This is an optimization exercise on Yosys and OpenROAD, whose aim is small area, a short achievable clock period and few clock cycles per item, not a production implementation.
Function was checked by simulation only, so behaviour that the tests miss may differ from the original.
Power is estimated from default activity; no workload was simulated.

### flow/design.v
`default_nettype none
package alu_types_pkg;
	typedef logic [32-1:0] word_t;
	typedef logic [2*32-1:0] dword_t;
	typedef enum logic [3:0] {
		OP_AND  = 4'd0,
		OP_OR   = 4'd1,
		OP_NEG  = 4'd2,
		OP_NOT  = 4'd3,
		OP_ADD  = 4'd4,
		OP_SUB  = 4'd5,
		OP_MUL  = 4'd6,
		OP_DIV  = 4'd7,
		OP_SHR  = 4'd8,
		OP_SHRA = 4'd9,
		OP_SHL  = 4'd10,
		OP_ROR  = 4'd11,
		OP_ROL  = 4'd12
	} alu_op_t;
	typedef struct packed {
		alu_op_t op;
		word_t   y;
		word_t   b;
	} operand_s;
endpackage
`default_nettype wire
`default_nettype none
package alu_ctrl_pkg;
	typedef enum logic [1:0] {
		DIV_IDLE,
		DIV_PREP,
		DIV_ITER,
		DIV_FIX
	} div_state_t;
	typedef struct packed {
		logic [32-1:0] hi;
		logic [32-1:0] lo;
	} result_s;
endpackage
`default_nettype wire
`timescale 1ns/1ps
`default_nettype none
module alu_datapath (
	input  wire        clock,
	input  wire        rst_n,
	input  wire [31:0] bus,
	input  wire        y_in,
	input  wire        start,
	input  wire [3:0]  op,
	output wire [31:0] z_hi,
	output wire [31:0] z_lo,
	output logic       done,
	output logic       busy
);
	localparam int MR  = 2;           
	localparam int BPI = 2 * MR;      
	localparam int NIT = 32 / BPI;    
	localparam int SW  = 34 + BPI;    
	localparam logic [3:0] OP_AND = 4'd0, OP_OR = 4'd1, OP_NEG = 4'd2, OP_NOT = 4'd3,
		OP_ADD = 4'd4, OP_SUB = 4'd5, OP_MUL = 4'd6, OP_DIV = 4'd7,
		OP_SHR = 4'd8, OP_SHRA = 4'd9, OP_SHL = 4'd10, OP_ROR = 4'd11, OP_ROL = 4'd12;
	logic [31:0] y_q;       
	logic        ypend;     
	logic [31:0] b_q;       
	logic [3:0]  op_q;
	logic        v_q;       
	logic        st_mul, st_p2, st_dit, st_fin;
	logic [4:0]  cnt;
	logic [31:0] a_q;       
	logic [31:0] q_q;       
	logic        qm1;       
	logic        neg_q, neg_r;
	logic [63:0] z_q;
	wire take   = start & ~busy;
	wire is_mul = (op_q == OP_MUL);
	wire is_div = (op_q == OP_DIV);
	wire p_mul  = v_q & is_mul;
	wire p_div  = v_q & is_div;
	wire ex_simple = v_q & ~is_mul & ~is_div;
	wire mul_last = st_mul & (cnt == 5'(NIT - 1));
	wire mul_prel = st_mul & (cnt == 5'(NIT - 2));
	wire div_last = st_dit & (cnt == 5'd31);
	wire [31:0] ax_src = st_fin ? q_q : y_q;
	wire        ax_inv = st_fin ? neg_q : ((op_q == OP_NEG) | (is_div & y_q[31]));
	wire [31:0] ax = ax_src ^ {32{ax_inv}};
	wire [31:0] aw = (op_q == OP_ADD) ? b_q : ((op_q == OP_SUB) ? ~b_q : 32'd0);
	wire        acin = (op_q == OP_SUB) | ax_inv;
	wire [31:0] addr = ax + aw + {31'd0, acin};
	wire        sh_left = st_p2 | (op_q == OP_SHL) | (op_q == OP_ROL);
	wire [31:0] sh_src = st_p2 ? q_q : y_q;
	wire [4:0]  sh_amt = st_p2 ? cnt : b_q[4:0];
	wire [31:0] sh_x = sh_left ? {sh_src[0], sh_src[31:1]} : sh_src;
	wire [4:0]  sh_r = sh_amt ^ {5{sh_left}};
	logic [31:0] rot;
	always_comb begin
		rot = sh_x;
		for (int i = 0; i < 5; i++) begin
			if (sh_r[i]) rot = (rot >> (1 << i)) | (rot << (32 - (1 << i)));
		end
	end
	logic [31:0] lomask, himask;
	always_comb begin
		for (int i = 0; i < 32; i++) begin
			lomask[i] = (5'(i) < sh_amt);
			himask[i] = (5'(31 - i) < sh_amt);
		end
	end
	wire [31:0] sh_lo = rot & lomask;
	wire [31:0] sh_shl = rot & ~lomask;
	wire [31:0] sh_shr = rot & ~himask;
	wire [31:0] sh_shra = sh_shr | (himask & {32{y_q[31]}});
	logic [31:0] sres;
	always_comb begin
		case (op_q)
			OP_AND:  sres = y_q & b_q;
			OP_OR:   sres = y_q | b_q;
			OP_NOT:  sres = ~y_q;
			OP_NEG, OP_ADD, OP_SUB, OP_DIV: sres = addr;
			OP_SHR:  sres = sh_shr;
			OP_SHRA: sres = sh_shra;
			OP_SHL:  sres = sh_shl;
			OP_ROR, OP_ROL: sres = rot;
			default: sres = 32'd0;
		endcase
	end
	logic [MR-1:0] d_one, d_two, d_neg;
	always_comb begin
		for (int j = 0; j < MR; j++) begin
			logic [2:0] g;
			g = (j == 0) ? {q_q[1], q_q[0], qm1} : {q_q[2*j+1], q_q[2*j], q_q[2*j-1]};
			d_one[j] = st_mul & (g[1] ^ g[0]);
			d_two[j] = st_mul & ((g == 3'b011) | (g == 3'b100));
			d_neg[j] = st_mul & g[2] & ~(g[1] & g[0]);
		end
		if (st_dit | p_div) begin
			d_one[0] = 1'b1;
			d_neg[0] = st_dit | b_q[31];
		end
	end
	wire [33:0] m34 = {{2{b_q[31] & ~st_dit}}, b_q};
	logic [SW-1:0] ain;
	always_comb begin
		if (st_mul)      ain = {{(SW-32){a_q[31]}}, a_q};
		else if (st_dit) ain = {{(SW-32){1'b0}}, a_q[30:0], q_q[31]};
		else if (st_fin) ain = {{(SW-32){1'b0}}, a_q} ^ {SW{neg_r}};
		else             ain = '0;
	end
	logic [SW-1:0] sum;
	always_comb begin
		logic [SW-1:0] acc;
		logic [SW-1:0] cin;
		acc = ain;
		cin = '0;
		for (int j = 0; j < MR; j++) begin
			logic [33:0] mag;
			logic [SW-1:0] pp;
			mag = d_one[j] ? m34 : (d_two[j] ? {m34[32:0], 1'b0} : 34'd0);
			mag = mag ^ {34{d_neg[j]}};
			pp = {{(SW-34){mag[33]}}, mag};
			acc = acc + (pp << (2 * j));
			cin[2 * j] = d_neg[j];
		end
		cin[0] = cin[0] | (st_fin & neg_r);
		sum = acc + cin;
	end
	wire t_neg = sum[SW-1];
	function automatic [5:0] clz32(input [31:0] x);
		clz32 = 6'd32;
		for (int i = 0; i < 32; i++) begin
			if (x[i]) clz32 = 6'(31 - i);
		end
	endfunction
	wire [5:0] clz_a = clz32(y_q ^ {32{y_q[31]}}) - {5'd0, y_q[31]};
	wire [5:0] clz_d = clz32(b_q ^ {32{b_q[31]}});
	wire [6:0] kval = 7'd31 + {1'b0, clz_a} - {1'b0, clz_d};    
	wire bz   = (b_q == 32'd0);
	wire triv = bz | (~kval[6] & (kval[5] | kval[6]));
	wire [4:0] kcl = kval[6] ? 5'd0 : kval[4:0];
	always_ff @(posedge clock or negedge rst_n) begin
		if (!rst_n) begin
			y_q   <= '0;
			ypend <= 1'b0;
		end else begin
			if (y_in & ~take) y_q <= bus;
			else if (ypend)   y_q <= b_q;
			ypend <= y_in & take;
		end
	end
	always_ff @(posedge clock) begin
		if (take) begin
			b_q  <= bus;
			op_q <= op;
		end else if (p_div) begin
			b_q <= sum[31:0];
		end
	end
	always_ff @(posedge clock or negedge rst_n) begin
		if (!rst_n) begin
			v_q    <= 1'b0;
			st_mul <= 1'b0;
			st_p2  <= 1'b0;
			st_dit <= 1'b0;
			st_fin <= 1'b0;
			busy   <= 1'b0;
			done   <= 1'b0;
		end else begin
			v_q    <= take;
			st_mul <= p_mul | (st_mul & ~mul_last);
			st_p2  <= p_div & ~triv;
			st_dit <= st_p2 | (st_dit & ~div_last);
			st_fin <= div_last;
			if (take) busy <= (op == OP_MUL) | (op == OP_DIV);
			else if ((p_div & triv) | mul_prel | div_last) busy <= 1'b0;
			done   <= ex_simple | (p_div & triv) | mul_last | st_fin;
		end
	end
	always_ff @(posedge clock) begin
		if (p_mul) cnt <= 5'd0;
		else if (p_div) cnt <= kcl;
		else if (st_mul | st_dit) cnt <= cnt + 5'd1;
		if (p_div) begin
			neg_q <= y_q[31] ^ b_q[31];
			neg_r <= y_q[31];
		end
		if (p_mul) qm1 <= 1'b0;
		else if (st_mul) qm1 <= q_q[BPI-1];
		if (p_mul) a_q <= '0;
		else if (st_mul) a_q <= sum[BPI+31:BPI];
		else if (st_p2) a_q <= sh_lo;
		else if (st_dit) a_q <= t_neg ? {a_q[30:0], q_q[31]} : sum[31:0];
		if (v_q & (is_mul | is_div)) q_q <= addr;
		else if (st_mul) q_q <= {sum[BPI-1:0], q_q[31:BPI]};
		else if (st_p2) q_q <= sh_shl;
		else if (st_dit) q_q <= {q_q[30:0], ~t_neg};
	end
	logic [31:0] zh_d, zl_d;
	always_comb begin
		if (mul_last) begin
			zh_d = sum[BPI+31:BPI];
			zl_d = {sum[BPI-1:0], q_q[31:BPI]};
		end else if (st_fin) begin
			zh_d = sum[31:0];
			zl_d = addr;
		end else if (p_div) begin
			zh_d = y_q;
			zl_d = {32{bz}};
		end else begin
			zh_d = 32'd0;
			zl_d = sres;
		end
	end
	wire zload = ex_simple | (p_div & triv) | mul_last | st_fin;
	always_ff @(posedge clock or negedge rst_n) begin
		if (!rst_n) z_q <= '0;
		else if (zload) z_q <= {zh_d, zl_d};
	end
	assign z_hi = z_q[63:32];
	assign z_lo = z_q[31:0];
endmodule
`default_nettype wire
### flow/run.sh
#!/bin/bash
# synth_recipe.tcl (not shown) runs the flow's synth.tcl, then flattens the netlist and writes it again
# the make line also repeats each setting of config.mk as NAME=value (left out here)
make -C /OpenROAD-flow-scripts/flow DESIGN_CONFIG=/design/flow/config.mk WORK_HOME=/design/flow/orfs CLKGATE_MAP_FILE= SYNTH_SCRIPT=/design/flow/synth_recipe.tcl finish
### flow/config.mk
export PLATFORM = sky130hd
export DESIGN_NAME = alu_datapath
export DESIGN_NICKNAME = alu_datapath
export VERILOG_FILES = /design/flow/design.v
export SDC_FILE = /design/flow/constraint.sdc
export NUM_CORES = 4
export LEC_CHECK = 0
export CAP_MARGIN = 20
export CORE_MARGIN = 2
export CORE_UTILIZATION = 40
export SLEW_MARGIN = 20
### flow/constraint.sdc
create_clock -name core_clock -period 13.0 [get_ports {clock}]
set_input_delay 2.6000 -clock core_clock [delete_from_list [all_inputs] [get_ports {clock}]]
set_output_delay 2.6000 -clock core_clock [all_outputs]
set_load 0.01 [all_outputs]
==> impl_metrics.json <==
{
  "status": "complete, no violations",
  "fp-row-count": 92,
  "tns_ps": 0,
  "p_leak_nw": 11.57,
  "ys_seq_area_share_pct": 21.45,
  "worst_path_largest_cell_delay_ps": 650,
  "cp.required_ps": 13520,
  "r2r_cells": 27,
  "fmax_ghz": 0.1210,
  "fin_cells": 4210,
  "dp.cells": 4154,
  "grt_pass1_wl_mm": 189.9,
  "cts_tree": "done",
  "wl_per_cell_um": 31.83,
  "drc": 0,
  "die-width_um": 256.4,
  "seq_area_um2": 5477,
  "fin_area_um2": 28150,
  "multi_input_area_um2": 18620,
  "synth_area_um2": 25470,
  "synth_common_cells": "531 x nand2_1, 363 x o21ai_0, 317 x a21oi_1",
  "grt_overflow": 0,
  "die-height_um": 256.4,
  "min_to": "z_q[53]",
  "hpwl_mm": 99.30,
  "cts_num_sinks": 212,
  "yosysMostFrequentCell": "nand2_1",
  "drt_iter0_drc": 4571,
  "dpl_worst_slack_ps": 5083,
  "cts.clk_slew.worst_paths_ps": 60,
  "fillers": 6449,
  "first_pass_iters": 8,
  "report.final.slew_viol_count": 0,
  "die-area_um2": 65720,
  "cts_setup_buffers": 0,
  "yosysWarnings": 1,
  "drive_gt1_share_pct": 7.173,
  "wl_mm": 134.0,
  "r2r-start": "op_q[1]",
  "ys_types": 85,
  "cpMostUsedCell": "fa_1",
  "fin_crit_ps": 8265,
  "grt_pass1_vias": 25580,
  "worstSetupPathType": "register to register",
  "rsz0062_at_grt": "no",
  "hold_viol": 0,
  "ir_drop_v": 0.00009946,
  "fin_skew_ps": 34.64,
  "cpMaxStageDelayCell": "edfxtp_1",
  "cts_buffers": 28,
  "grt_max_degree": 76,
  "final-setup-viol-count": 0,
  "fin_crit_sh_pct": 63.57,
  "synth_top_area_cell": "dfrtp_1",
  "start_util_pct": 40.46,
  "power_density_nw_per_um2": 177.7,
  "ys_async_sr_fraction_pct": 49.06,
  "clockBufferDepth": 3,
  "core_um2": 62970,
  "critPathLaunchType": "register",
  "htreeDepth": 1,
  "synth_nets": 3611,
  "drtAntennaViolNets": 0,
  "critPathMaxFanout": 36,
  "hold_start": "z_q[53]",
  "routabilityCongestion": 1.105,
  "synth_top_area_share_pct": 10.22,
  "portBuffers": 105,
  "cts_resized": 0,
  "clk_latency_ps": 610,
  "area_growth_pct": 10.52,
  "antenna_found_initial": 11,
  "netlist_instances": 3408,
  "cap_violations": 0,
  "hold_class": "register to register",
  "worst_slew_pin_slew_ps": 1312,
  "placed_area_um2": 27200,
  "io_pins": 106,
  "fin_ws_ps": 4735,
  "cts_root_buf": "clkbuf_16",
  "worst_slew_margin_rel_pct": 12.30,
  "fin_nets": 3541,
  "worstPathArrival_ps": 8790,
  "num_vias": 28350,
  "ys_seq_elements": 212,
  "track_usage_pct": 39.47,
  "cts_hold_buf": 0,
  "r2r-end": "a_q[28]",
  "min_path_cells": 2,
  "postSynthAreaPerCell_um2": 7.475,
  "r2r_slack_ps": 4740,
  "viasPerCell": 6.734,
  "end_kind": "register",
  "synth_flop_cell": "dfrtp_1",
  "synth_area_leaders": "dfrtp_1 10%, edfxtp_1 8.3%, nand2_1 7.8%",
  "synth_edf_count": 70
}
## cell usage in the layout, fill, tap and decap left out, types with 23 or more instances in the layout
master	count
nand2_1	530
o21ai_0	363
a21oi_1	316
nor2_1	275
mux2i_1	164
ha_1	123
xor2_1	120
clkdlybuf4s50_1	104
dfrtp_1	99
buf_4	94
inv_1	75
edfxtp_1	70
a21o_1	61
nand3_1	58
and3_1	56
xnor2_1	54
o221ai_1	52
a22oi_1	44
a221oi_1	42
fa_1	40
a31oi_1	39
dfxtp_1	38
o211ai_1	36
a211oi_1	34
nor2b_1	31
nor3_1	31
clkbuf_16	29
a221o_1	26
mux4_2	25
o22ai_1	23
## worst max-delay path by stage
stage	depth (start not counted)	to	slack, ps	start
floorplan	27	a_q[4]	6220	op_q[3]
global placement	27	a_q[28]	5150	op_q[1]
detailed placement	26	a_q[27]	5080	op_q[1]
CTS	27	a_q[28]	5060	op_q[1]
global route	27	a_q[28]	4270	op_q[1]
finish	27	a_q[28]	4740	op_q[1]
## routing by layer
| layer | GRT usage, % | share of wire, % | routed length, um | up-vias |
|---|---|---|---|---|
| met3 | 12.26 | 14 | 19110 | 495 |
| met1 | 52.64 | 38 | 51520 | 13420 |
| met2 | 55.18 | 40 | 52970 | 2174 |
| met4 | 24.35 | 7.7 | 10370 | 8 |
| met5 | 0 | 0.038 | 51 | - |
| li1 | - | - | - | 12260 |
## metrics by stage
step,hold slack (ps),power [mW],utilization (%)
finish,475.2,5.004,44.71
global route,507.6,5.185,44.70
CTS,481.9,4.848,44.70
detailed placement,469.6,4.026,43.19
global placement,461.9,4.017,43.19
floorplan,484.4,2.837,-
## flip-flops by register name, indices dropped and copies added, names as in the netlist
register and flops:
neg_r 1, done 1, q_q 32, op_q 4, st_fin 1, ypend 1
st_dit 1, z_q 64, st_mul 1, b_q 32, qm1 1, busy 1
neg_q 1, a_q 32, v_q 1, cnt 5, st_p2 1, y_q 32
## layout make-up
class | count | share of cell area [%]
sequential | 212 | 19.45
timing repair buffer | 198 | 6.204
tap | 846 | 3.760
clock buffer | 36 | 2.778
multi-input combinational | 2818 | 66.12
clock inverter | 16 | 0.5822
inverter | 80 | 1.067
antenna | 4 | 0.03555
## worst max-delay path, delay by kind of cell, from the launching register on
family | cells | cell delay (ps)
fa+ha+maj | 4 | 1650
flops | 1 | 650
compound gates | 11 | 2400
buf+inv | 3 | 510
simple gates | 7 | 2280
xor+xnor | 2 | 680
## cells by family (layout without fill, tap and decap cells)
family | after synthesis | count (layout) | share of synthesized area, %
other | 0 | 4 | 0
and+or+nand+nor | 1089 | 1089 | 18.47
muxes | 210 | 210 | 9.592
xor gates and xnor gates | 184 | 184 | 6.518
DFF | 212 | 212 | 21.45
AOI/OAI and AO/OA | 1171 | 1171 | 28.75
adders and majority gates | 164 | 164 | 9.224
buffers and inverters | 378 | 330 | 5.997
## power by group
| part | leakage, nW | internal, mW | total (mW) | switching (mW) |
|---|---|---|---|---|
| combinational | 8.81 | 0.999 | 2.92 | 1.92 |
| sequential | 2.29 | 0.914 | 1.26 | 0.346 |
| clock | 0.465 | 0.469 | 0.821 | 0.352 |
Testbench counts, summed over its fixed seeds: cycles 9,302, ops 2,400.

-- afterwards: timing with drivers on the ports --
In the flow no input, the clock included, has a driving cell. The finished layout below was timed again as built, in two steps.
Step 1 sets driving cells, clkbuf_16 on the clock port and buf_2 on the other inputs (assumed; they add their load-dependent delay and slew).
Step 2 also shifts input and output timing later by t, the mid clock arrival at the registers, as if the neighbouring blocks saw the same clock.
a / b / c = ideal / step 1 / step 2; a / b = the first two.
shift t [ns]: 0.657
setup WS [ns]: 4.735 / 4.735 / 4.735
worst setup path after step 2: register to register
slew at the worst register clock pin (ns): 0.08 / 0.08
cell pins on the clock port's net: 1
After both steps setup and hold are still met in this run. For this run, drivers alone change the setup slack by 0.000 ns; drivers and shift together by 0.000 ns.
